From an optimization exercise on the open Yosys and OpenROAD flow, aimed at small area, a short achievable clock period and few clock cycles; shortcuts taken in it are not production practice. For this run, only the layout was checked, not whether the RTL still works. Power figures rest on the tool's default switching activity, not on a simulated workload.

==> flow/design.v <==
`timescale 1ns / 1ps
`default_nettype none
package nfv5_pkg;
	localparam logic [15:0] NF_VERSION = 16'd5;
	localparam int unsigned HDR_WORDS = 6;
	localparam int unsigned REC_WORDS = 12;
	localparam int unsigned DIV1000_MUL_W = 29;
	localparam logic [DIV1000_MUL_W-1:0] DIV1000_MUL = 29'd274877907;
	localparam int unsigned DIV1000_SHIFT = 38;
	localparam int unsigned MS_Q_W = 23;
	localparam logic [31:0] K1000 = 32'd1000;
	typedef struct packed {
		logic [31:0] src_ip;
		logic [31:0] dst_ip;
		logic [31:0] packet_count;
		logic [31:0] byte_count;
		logic [31:0] ms_first;
		logic [31:0] ms_last;
		logic [31:0] epoch_secs;
		logic [31:0] epoch_nsecs;
		logic [15:0] src_port;
		logic [15:0] dst_port;
		logic [7:0]  tcp_flag_bits;
		logic [7:0]  protocol;
		logic        end_of_batch;
	} flow_ms_t;
endpackage
`default_nettype wire
`timescale 1ns / 1ps
`default_nettype none
module netflow_v5_packet_builder_core #(
	parameter int unsigned RECORDS_PER_PACKET = 30
) (
	input  logic        clk,
	input  logic        arst_n,
	input  logic        flow_valid,
	output logic        flow_ready,
	input  logic [31:0] flow_src_ip,
	input  logic [31:0] flow_dst_ip,
	input  logic [31:0] flow_packet_count,
	input  logic [31:0] flow_byte_count,
	input  logic [63:0] flow_first_seen,
	input  logic [63:0] flow_last_seen,
	input  logic [15:0] flow_src_port,
	input  logic [15:0] flow_dst_port,
	input  logic [7:0]  flow_tcp_flag_bits,
	input  logic [7:0]  flow_protocol,
	input  logic        flow_end_of_batch,
	output logic        words_valid,
	input  logic        words_ready,
	output logic [8:0]  words_word_index,
	output logic [31:0] words_data_word,
	output logic        words_last_of_packet
);
	function automatic logic [8:0] div125_r4(input logic [6:0] r, input logic [1:0] d);
		logic [9:0] x, x1, x2, x3;
		logic [1:0] q;
		logic [6:0] ro;
		x  = {1'b0, r, d};
		x1 = x - 10'd125;
		x2 = x - 10'd250;
		x3 = x - 10'd375;
		if (!x3[9]) begin
			q  = 2'd3;
			ro = x3[6:0];
		end else if (!x2[9]) begin
			q  = 2'd2;
			ro = x2[6:0];
		end else if (!x1[9]) begin
			q  = 2'd1;
			ro = x1[6:0];
		end else begin
			q  = 2'd0;
			ro = x[6:0];
		end
		div125_r4 = {q, ro};
	endfunction
	logic [31:0] r_src, r_dst, r_pc, r_bc, r_ports;
	logic [7:0]  r_flags, r_proto;
	logic [31:0] sf, sl;            
	logic [23:0] uf, ul;            
	logic [6:0]  rf, rl;            
	logic [31:0] base_q, seq_q, h_up, h_secs;
	logic [31:0] h_ns;
	logic [4:0]  cnt_q, hcnt_q;
	logic        opn_q;             
	logic        seq_c;             
	logic [9:1]  k_q;
	logic        c_b0, c_opn;       
	logic        fa_ns, fb_x4, fb_nb, fb_q, fb_ns;
	logic        lb_x4, lb_nb, lb_nsf, lb_q, lb_nqf;
	logic        fr_q, nb_q, nclose_q, pend_q, pend_close_q, wrap_q;
	logic [17:0] np_q;              
	logic        ov_q, olast_q;
	logic [8:0]  oidx_q;
	logic [31:0] od_q;
	logic       take, close_in;
	logic [4:0] cnt_in;
	assign take     = flow_valid && fr_q;
	assign cnt_in   = opn_q ? 5'd1 : cnt_q + 5'd1;
	assign close_in = (cnt_in == 5'(RECORDS_PER_PACKET)) || flow_end_of_batch;
	logic        k_div, k_mul, k_ns, k_idle;
	logic [8:0]  f1, f2, l1, l2;
	logic [31:0] qf, ql;
	logic [31:0] f_a, f_b, f_sum, l_a, l_b, l_sum;
	logic        f_ci, l_ci;
	logic [9:1] k_n;
	assign k_n    = {k_q[8:1], take};
	assign k_div  = |k_q[6:1];
	assign k_mul  = |k_q[3:1];
	assign k_ns   = k_q[5] || k_q[6] || k_q[8];
	assign k_idle = !(|k_q);
	assign f1 = div125_r4(rf, uf[23:22]);
	assign f2 = div125_r4(f1[6:0], uf[21:20]);
	assign l1 = div125_r4(rl, ul[23:22]);
	assign l2 = div125_r4(l1[6:0], ul[21:20]);
	assign qf = {8'd0, uf};
	assign ql = {8'd0, ul};
	assign f_a  = fa_ns ? h_ns : sf;
	assign f_b  = ({32{fb_x4}} & (sf << 2)) | ({32{fb_nb}} & ~base_q) |
	              ({32{fb_q}} & qf) | ({32{fb_ns}} & (h_ns << 2));
	assign f_ci = fb_nb;
	assign l_a  = sl;
	assign l_b  = ({32{lb_x4}} & (sl << 2)) | ({32{lb_nb}} & ~base_q) |
	              ({32{lb_nsf}} & ~sf) | ({32{lb_q}} & ql) | ({32{lb_nqf}} & ~qf);
	assign l_ci = lb_nb || lb_nsf || lb_nqf;
	assign f_sum = f_a + f_b + 32'(f_ci);
	assign l_sum = l_a + l_b + 32'(l_ci);
	logic adv, avail, load, last_np;
	assign adv     = !ov_q || words_ready;
	assign avail   = np_q[6] ? (k_q[8] || k_q[9] || k_idle) : np_q[7] ? (k_q[9] || k_idle) : 1'b1;
	assign load    = adv && nb_q && avail;
	assign last_np = nclose_q ? np_q[17] : np_q[11];
	logic       nb_n, nclose_n, pend_n, pend_close_n, fr_n;
	logic [17:0] np_n;
	always_comb begin
		nb_n         = nb_q;
		nclose_n     = nclose_q;
		pend_n       = pend_q;
		pend_close_n = pend_close_q;
		np_n         = np_q;
		if (take) begin
			pend_n       = 1'b1;
			pend_close_n = close_in;
		end
		if (load) begin
			np_n = {np_q[16:0], 1'b0};
			if (last_np) nb_n = 1'b0;
		end
		if (!nb_n && pend_n) begin
			nb_n     = 1'b1;
			np_n     = 18'd1;
			nclose_n = pend_close_n;
			pend_n   = 1'b0;
		end
		fr_n = !pend_n && (!nb_n || (nclose_n ? (|np_n[17:16]) : (|np_n[17:10])));
	end
	logic        first_gt;
	logic [31:0] word;
	assign first_gt = sf > sl;
	assign word = ({32{np_q[0]}} & r_src) | ({32{np_q[1]}} & r_dst) |
	              ({32{np_q[4]}} & r_pc) | ({32{np_q[5]}} & r_bc) |
	              ({32{np_q[6] && !first_gt}} & sf) | ({32{np_q[7] || (np_q[6] && first_gt)}} & sl) |
	              ({32{np_q[8]}} & r_ports) | ({32{np_q[9]}} & {8'h00, r_flags, r_proto, 8'h00}) |
	              ({32{np_q[12]}} & {16'd5, 11'd0, cnt_q}) | ({32{np_q[13]}} & h_up) |
	              ({32{np_q[14]}} & h_secs) | ({32{np_q[15]}} & h_ns) | ({32{np_q[16]}} & seq_q);
	always_ff @(posedge clk or negedge arst_n) begin
		if (!arst_n) begin
			fr_q         <= 1'b1;
			nb_q         <= 1'b0;
			pend_q       <= 1'b0;
			wrap_q       <= 1'b0;
			ov_q         <= 1'b0;
			oidx_q       <= 9'd5;
			k_q          <= '0;
			opn_q        <= 1'b1;
			base_q       <= 32'd0;
			seq_q        <= 32'd0;
			seq_c        <= 1'b0;
		end else begin
			fr_q         <= fr_n;
			nb_q         <= nb_n;
			pend_q       <= pend_n;
			if (adv) ov_q <= load;
			seq_c <= 1'b0;
			if (load) begin
				oidx_q <= wrap_q ? 9'd0 : oidx_q + 9'd1;
				wrap_q <= nclose_q && np_q[11];
				if (np_q[16]) {seq_c, seq_q[7:0]} <= {1'b0, seq_q[7:0]} + 9'(hcnt_q);
			end
			if (seq_c) seq_q[31:8] <= seq_q[31:8] + 24'd1;
			k_q   <= k_n;
			if (take) opn_q <= close_in;
			if (k_q[7] && c_b0) base_q <= f_sum;
		end
	end
	always_ff @(posedge clk) begin
		nclose_q     <= nclose_n;
		pend_close_q <= pend_close_n;
		np_q         <= np_n;
		if (load && np_q[12]) hcnt_q <= cnt_q;
		if (take) cnt_q <= cnt_in;
		fa_ns  <= k_n[5] || k_n[6] || k_n[8];
		fb_x4  <= |k_n[3:1];
		fb_nb  <= k_n[4] && !c_b0;
		fb_q   <= k_n[7];
		fb_ns  <= k_n[5] || k_n[6] || k_n[8];
		lb_x4  <= |k_n[3:1];
		lb_nb  <= k_n[4] && !c_b0;
		lb_nsf <= k_n[4] && c_b0;
		lb_q   <= k_n[7];
		lb_nqf <= k_n[8] && c_b0;
	end
	always_ff @(posedge clk) begin
		if (adv) begin
			od_q    <= word;
			olast_q <= np_q[17];
		end
		if (fr_q) begin
			r_src   <= flow_src_ip;
			r_dst   <= flow_dst_ip;
			r_pc    <= flow_packet_count;
			r_bc    <= flow_byte_count;
			r_ports <= {flow_src_port, flow_dst_port};
			r_flags <= flow_tcp_flag_bits;
			r_proto <= flow_protocol;
			sf      <= {flow_first_seen[60:32], 3'd0};
			sl      <= {flow_last_seen[60:32], 3'd0};
			uf      <= flow_first_seen[26:3];
			ul      <= flow_last_seen[26:3];
			rf      <= {2'd0, flow_first_seen[31:27]};
			rl      <= {2'd0, flow_last_seen[31:27]};
			c_b0    <= (base_q == 32'd0);
			c_opn   <= opn_q;
			if (opn_q) begin
				h_secs <= flow_last_seen[63:32];
				h_ns   <= {flow_last_seen[28:0], 3'd0};
			end
		end else begin
			if (k_div) begin
				uf <= {uf[19:0], f1[8:7], f2[8:7]};
				rf <= f2[6:0];
				ul <= {ul[19:0], l1[8:7], l2[8:7]};
				rl <= l2[6:0];
			end
			if (k_mul || k_q[4] || k_q[7]) sf <= (k_q[7] && c_b0) ? 32'd0 : f_sum;
			if (k_mul || k_q[4] || k_q[7] || (k_q[8] && c_b0)) sl <= l_sum;
			if (c_opn && k_ns) h_ns <= f_sum;
			if (c_opn && k_q[9]) h_up <= sl;
		end
	end
	assign flow_ready           = fr_q;
	assign words_valid          = ov_q;
	assign words_word_index     = oidx_q;
	assign words_data_word      = od_q;
	assign words_last_of_packet = olast_q;
endmodule
`default_nettype wire
==> flow/flow/run.sh <==
#!/bin/bash
set -euo pipefail
export BUFFER_PORTS_ARGS="-buffer_cell sky130_fd_sc_hd__buf_1"
bash standard.sh SETUP_SLACK_MARGIN=6.5 finish > layout.log 2>&1
==> flow/standard.sh <==
#!/bin/bash
# synth_recipe.tcl (not shown) runs the flow's synth.tcl, then flattens the netlist and writes it again
# the make line also repeats each setting of config.mk as NAME=value (left out here)
make -C /OpenROAD-flow-scripts/flow DESIGN_CONFIG=/design/flow/config.mk WORK_HOME=/design/flow/orfs CLKGATE_MAP_FILE= SYNTH_SCRIPT=/design/flow/synth_recipe.tcl "${@:-finish}"
==> flow/config.mk <==
export PLATFORM = sky130hd
export DESIGN_NAME = netflow_v5_packet_builder_core
export DESIGN_NICKNAME = netflow_v5_packet_builder_core
export VERILOG_FILES = /design/flow/design.v
export SDC_FILE = /design/flow/constraint.sdc
export NUM_CORES = 4
export LEC_CHECK = 0
export CAP_MARGIN = 20
export CORE_MARGIN = 2
export CORE_UTILIZATION = 55
export CTS_BUF_LIST = sky130_fd_sc_hd__clkbuf_4 sky130_fd_sc_hd__clkbuf_8
export PLACE_DENSITY = 0.7
export SETUP_SLACK_MARGIN = 5
export SLEW_MARGIN = 20
export TNS_END_PERCENT = 0
==> flow/constraint.sdc <==
create_clock -name core_clock -period 10.0 [get_ports {clk}]
set_input_delay 2.0000 -clock core_clock [delete_from_list [all_inputs] [get_ports {clk}]]
set_output_delay 2.0000 -clock core_clock [all_outputs]
set_load 0.01 [all_outputs]
==> run summary <==
==> metrics by stage <==
| step | worst slack, ps | cell area, sq um |
|---|---|---|
| 5_1_grt | 5950 | 33900 |
| 3_5_place_dp | 5340 | 30900 |
| 6_report | 6050 | 33900 |
| 2_1_floorplan | 6040 | 29000 |
| 3_3_place_gp | 5400 | 30900 |
| 4_1_cts | 6070 | 33600 |
==> routing by layer <==
metal	vias up	part of all wire, %	GRT usage [%]
li1	10800	-	-
met1	11800	39	48.4
met2	1521	44	52.8
met3	228	12	8.39
met4	8	4.1	14.2
met5	-	0.055	0
==> layout make-up <==
class	count	area share, %
Multi-Input combinational cell	1761	35.9
Timing Repair Buffer	427	6.36
Tap cell	688	2.54
Timing Repair inverter	1	0.0148
Sequential cell	558	47.1
Antenna cell	7	0.0517
Clock inverter	24	0.627
Inverter	155	1.73
Clock buffer	156	5.59
==> Yosys cell counts, types with 9 or more instances <==
| master | count | share of area (%) |
|---|---|---|
| a211oi_1 | 13 | 0.34 |
| o21ai_0 | 206 | 3.6 |
| nor2b_1 | 16 | 0.35 |
| inv_1 | 155 | 2.0 |
| mux2_2 | 43 | 1.7 |
| dfxtp_1 | 36 | 2.5 |
| nor2_1 | 83 | 1.1 |
| a22o_1 | 42 | 1.3 |
| buf_1 | 15 | 0.19 |
| o221ai_1 | 9 | 0.27 |
| nand2b_1 | 53 | 1.1 |
| o21a_1 | 21 | 0.54 |
| clkbuf_1 | 110 | 1.4 |
| edfxtp_1 | 433 | 45 |
| a22oi_1 | 110 | 2.9 |
| and3_1 | 12 | 0.26 |
| o2111ai_1 | 11 | 0.33 |
| a31oi_1 | 15 | 0.32 |
| a221o_1 | 46 | 1.6 |
| a21oi_1 | 120 | 2.1 |
| a222oi_1 | 15 | 0.52 |
| a221oi_1 | 34 | 1.0 |
| a21o_1 | 31 | 0.80 |
| nor3_1 | 40 | 0.69 |
| dfrtp_1 | 85 | 7.3 |
| xor2_1 | 31 | 0.94 |
| nor4_1 | 13 | 0.28 |
| nand2_1 | 284 | 3.7 |
| o31ai_1 | 12 | 0.31 |
| or3_1 | 17 | 0.37 |
| xnor2_1 | 55 | 1.7 |
| o22ai_1 | 16 | 0.35 |
| nand3_1 | 82 | 1.4 |
| o211ai_1 | 17 | 0.44 |
| ha_1 | 120 | 5.2 |
| nand4_1 | 42 | 0.91 |
==> kinds of logic (layout without fill, tap and decap cells) <==
family,Yosys count,count (layout),synth area share [%]
compound gates,805,805,19.4
mux,49,49,1.88
xor+xnor,87,87,2.66
flops,558,558,55.1
simple gates,695,695,11.6
buf+inv,289,763,3.86
fa+ha+maj,125,125,5.53
other cells,0,7,0
==> worst max-delay path by stage <==
stage           startpoint  endpoint  slack, ps  cells past startpoint
3_3_place_gp         fb_ns  h_ns[20]       5400                     15
2_1_floorplan       lb_nsf    sl[28]       6040                     17
6_report             lb_nb  h_ns[31]       6050                     15
4_1_cts              lb_nb  h_ns[31]       6070                     15
3_5_place_dp   words_ready  seq_q[7]       5340                      8
5_1_grt             lb_nqf    sl[14]       5950                     16
==> where the power goes <==
part / switching, mW / internal [mW]
logic: 2.47 / 1.68
clock network: 0.982 / 1.26
registers: 0.637 / 3.21
==> critical path, delay by kind of cell, from the launching register on <==
kind / cells / cell delay, ps
adders and majority gates: 1 / 360
DFF: 1 / 350
and+or+nand+nor: 2 / 190
AOI/OAI and AO/OA: 8 / 2090
xor gates and xnor gates: 1 / 170
muxes: 1 / 280
buffers and inverters: 2 / 200
==> placed cells by master (no fill, tap or decap), drive strengths merged, types with 11 or more instances in the layout <==
cell type  Yosys  layout
nand3         82      82
clkinv         0      18
or3           17      17
a222oi        15      15
nand2        284     284
ha           120     120
o2111ai       11      11
a211oi        14      14
xor2          32      32
mux2          43      43
o21ai        210     210
a22oi        110     110
dfxtp         36      36
nand2b        53      53
nand4         42      42
o31ai         12      12
clkbuf       111     158
o211ai        17      17
o21a          22      22
a21oi        121     121
buf           23     420
o22ai         16      16
xnor2         55      55
nor4          14      14
a221o         47      47
nor2b         16      16
inv          155     156
nor2          87      87
nor3          42      42
edfxtp       433     433
a221oi        35      35
a21o          31      31
and3          13      13
dfrtp         85      85
a31oi         15      15
a22o          42      42
==> repair_timing <==
action                     CTS  global route
hold endpoints to repair     0             0
buffers inserted            19            22
pin swaps                   17            14
setup endpoints to repair  144           132
gates cloned                 6             1
gates resized for setup     62            27
==> run summary <==
H-tree Lvls 3; Final Hold Viols 0; Mapped Nets 3,042; Design Power 10.2 mW; Min-Delay Path Class reg -> reg; share of layout cells above drive strength 1 13.0%; Post-Syn Area 29,000 sq um; Distinct cells, synth 96; largest net degree at the start of global routing 160; clk latency of the worst-skew pair 720 ps; fin crit share 39.5%; DR WL/cell 25.6 microns; synthesis-to-layout area growth 17.0%; crit path launch type flip-flop; Post-synth EDFFs 433; Syn Inst Count 2,608; final clock skew 55.3 ps; static leakage 12.8 nW; Routed WL 96.7 mm; CTS root buf clkbuf_8; status finished clean; critical path's slowest cell a2111o_1; layout net count 3,433; # DRC 0; area of the multi-input gates 12,200 sq um; most used cell, CP a21o_1; ANT nets after route 0; WP data arrival 4370 ps; worst r2r path cells 15; Hold Startpoint k_q[4]; Slew @ Worst Pin 939 ps; Overflow after GRT 0; vias in the first global route 23,300; Total GRT Usage 34.9%; register area 16,000 sq um; PortBufs 346; setup total negative slack 0 ps; Worst path max stage delay 440 ps; synthesis-stage register bit count 558; clock-pin slew on the worst setup and hold paths 70 ps; worst-path cell chain buf_12 -> inv_4 -> nor2_1 -> a21o_1 -> fa_2 -> a21o_1 -> nand4_1 -> a21boi_2 -> o32a_4 -> a2111o_1 -> a221o_1 -> a31oi_4 -> o2111ai_2 -> xnor2_2 -> mux2_2; WHS Path Cells 0; hold_ws 390 ps; io pins 353; cell area power density 302 nW/um^2; Final Util 64.8%; CP Max Fanout 6; DR vias 24,400; maximum VDD drop 0.000271 V; Bufs on Longest Clock Path 3; Setup CP Type reg -> reg; final worst path period need 3950 ps; row cnt 84; Top FF cell, synth edfxtp_1; Via density 6.45; core area 52,300 sq um; Synth async-reset ratio 15.9%; final non-filler cell total 3,777; initial antenna violation count 11; unrepaired setup endpoints after global routing true; Chip Width 234 microns; setup slack, reg-to-reg 6050 ps; CTS tree built; area of the die 54,500 sq um; RePlAce Congestion 0.955; r2r endpoint h_ns[31]; DR pass1 iterations 7; # fillers 4,218; Mapped Avg Cell Area 11.1 sq um; sequential area share after synthesis 55.1%; Rel. slew slack 37.3%; WHS Endpoint k_q[5]; Clock Sinks 558; dpl cells 3,542; Initial Util 55.4%; Worst setup EP type flip-flop; Worst EP required 10,420 ps; max-slew violations 0; Die H 234 microns; Final HPWL DP 69.2 mm; yosys warns 1; initial DRC count 2,981; Max Clk Rate 253 MHz; max_cap viols 0; CTS buffer count 95; hold_buf cts 0; Final Setup Violations 0; FF-to-FF Start lb_nb; first-pass GRT wire length 142 mm

[re-timing with driven ports]
The flow's constraints put no driver on any port. The routed layout listed below was extracted and timed again, unchanged, in two steps.
Step 1: set_driving_cell puts a clkbuf_16 on clk and a buf_2 on each other input, an assumption about the parent block.
Step 2 also shifts input and output timing later by t, the mid clock arrival at the registers, as if the neighbouring blocks saw the same clock.
Slacks: ideal ports / drivers / drivers and shift; pairs: ideal ports / drivers.
t, ns: 0.748
slack for setup (ns): 6.051 / 6.051 / 5.706
worst setup path after step 2: input to register
clock arrival spread, ns: 0.056 / 0.055
After both steps setup and hold are still met in this run. For this run, drivers alone change the setup slack by 0.000 ns; drivers and shift together by -0.345 ns.
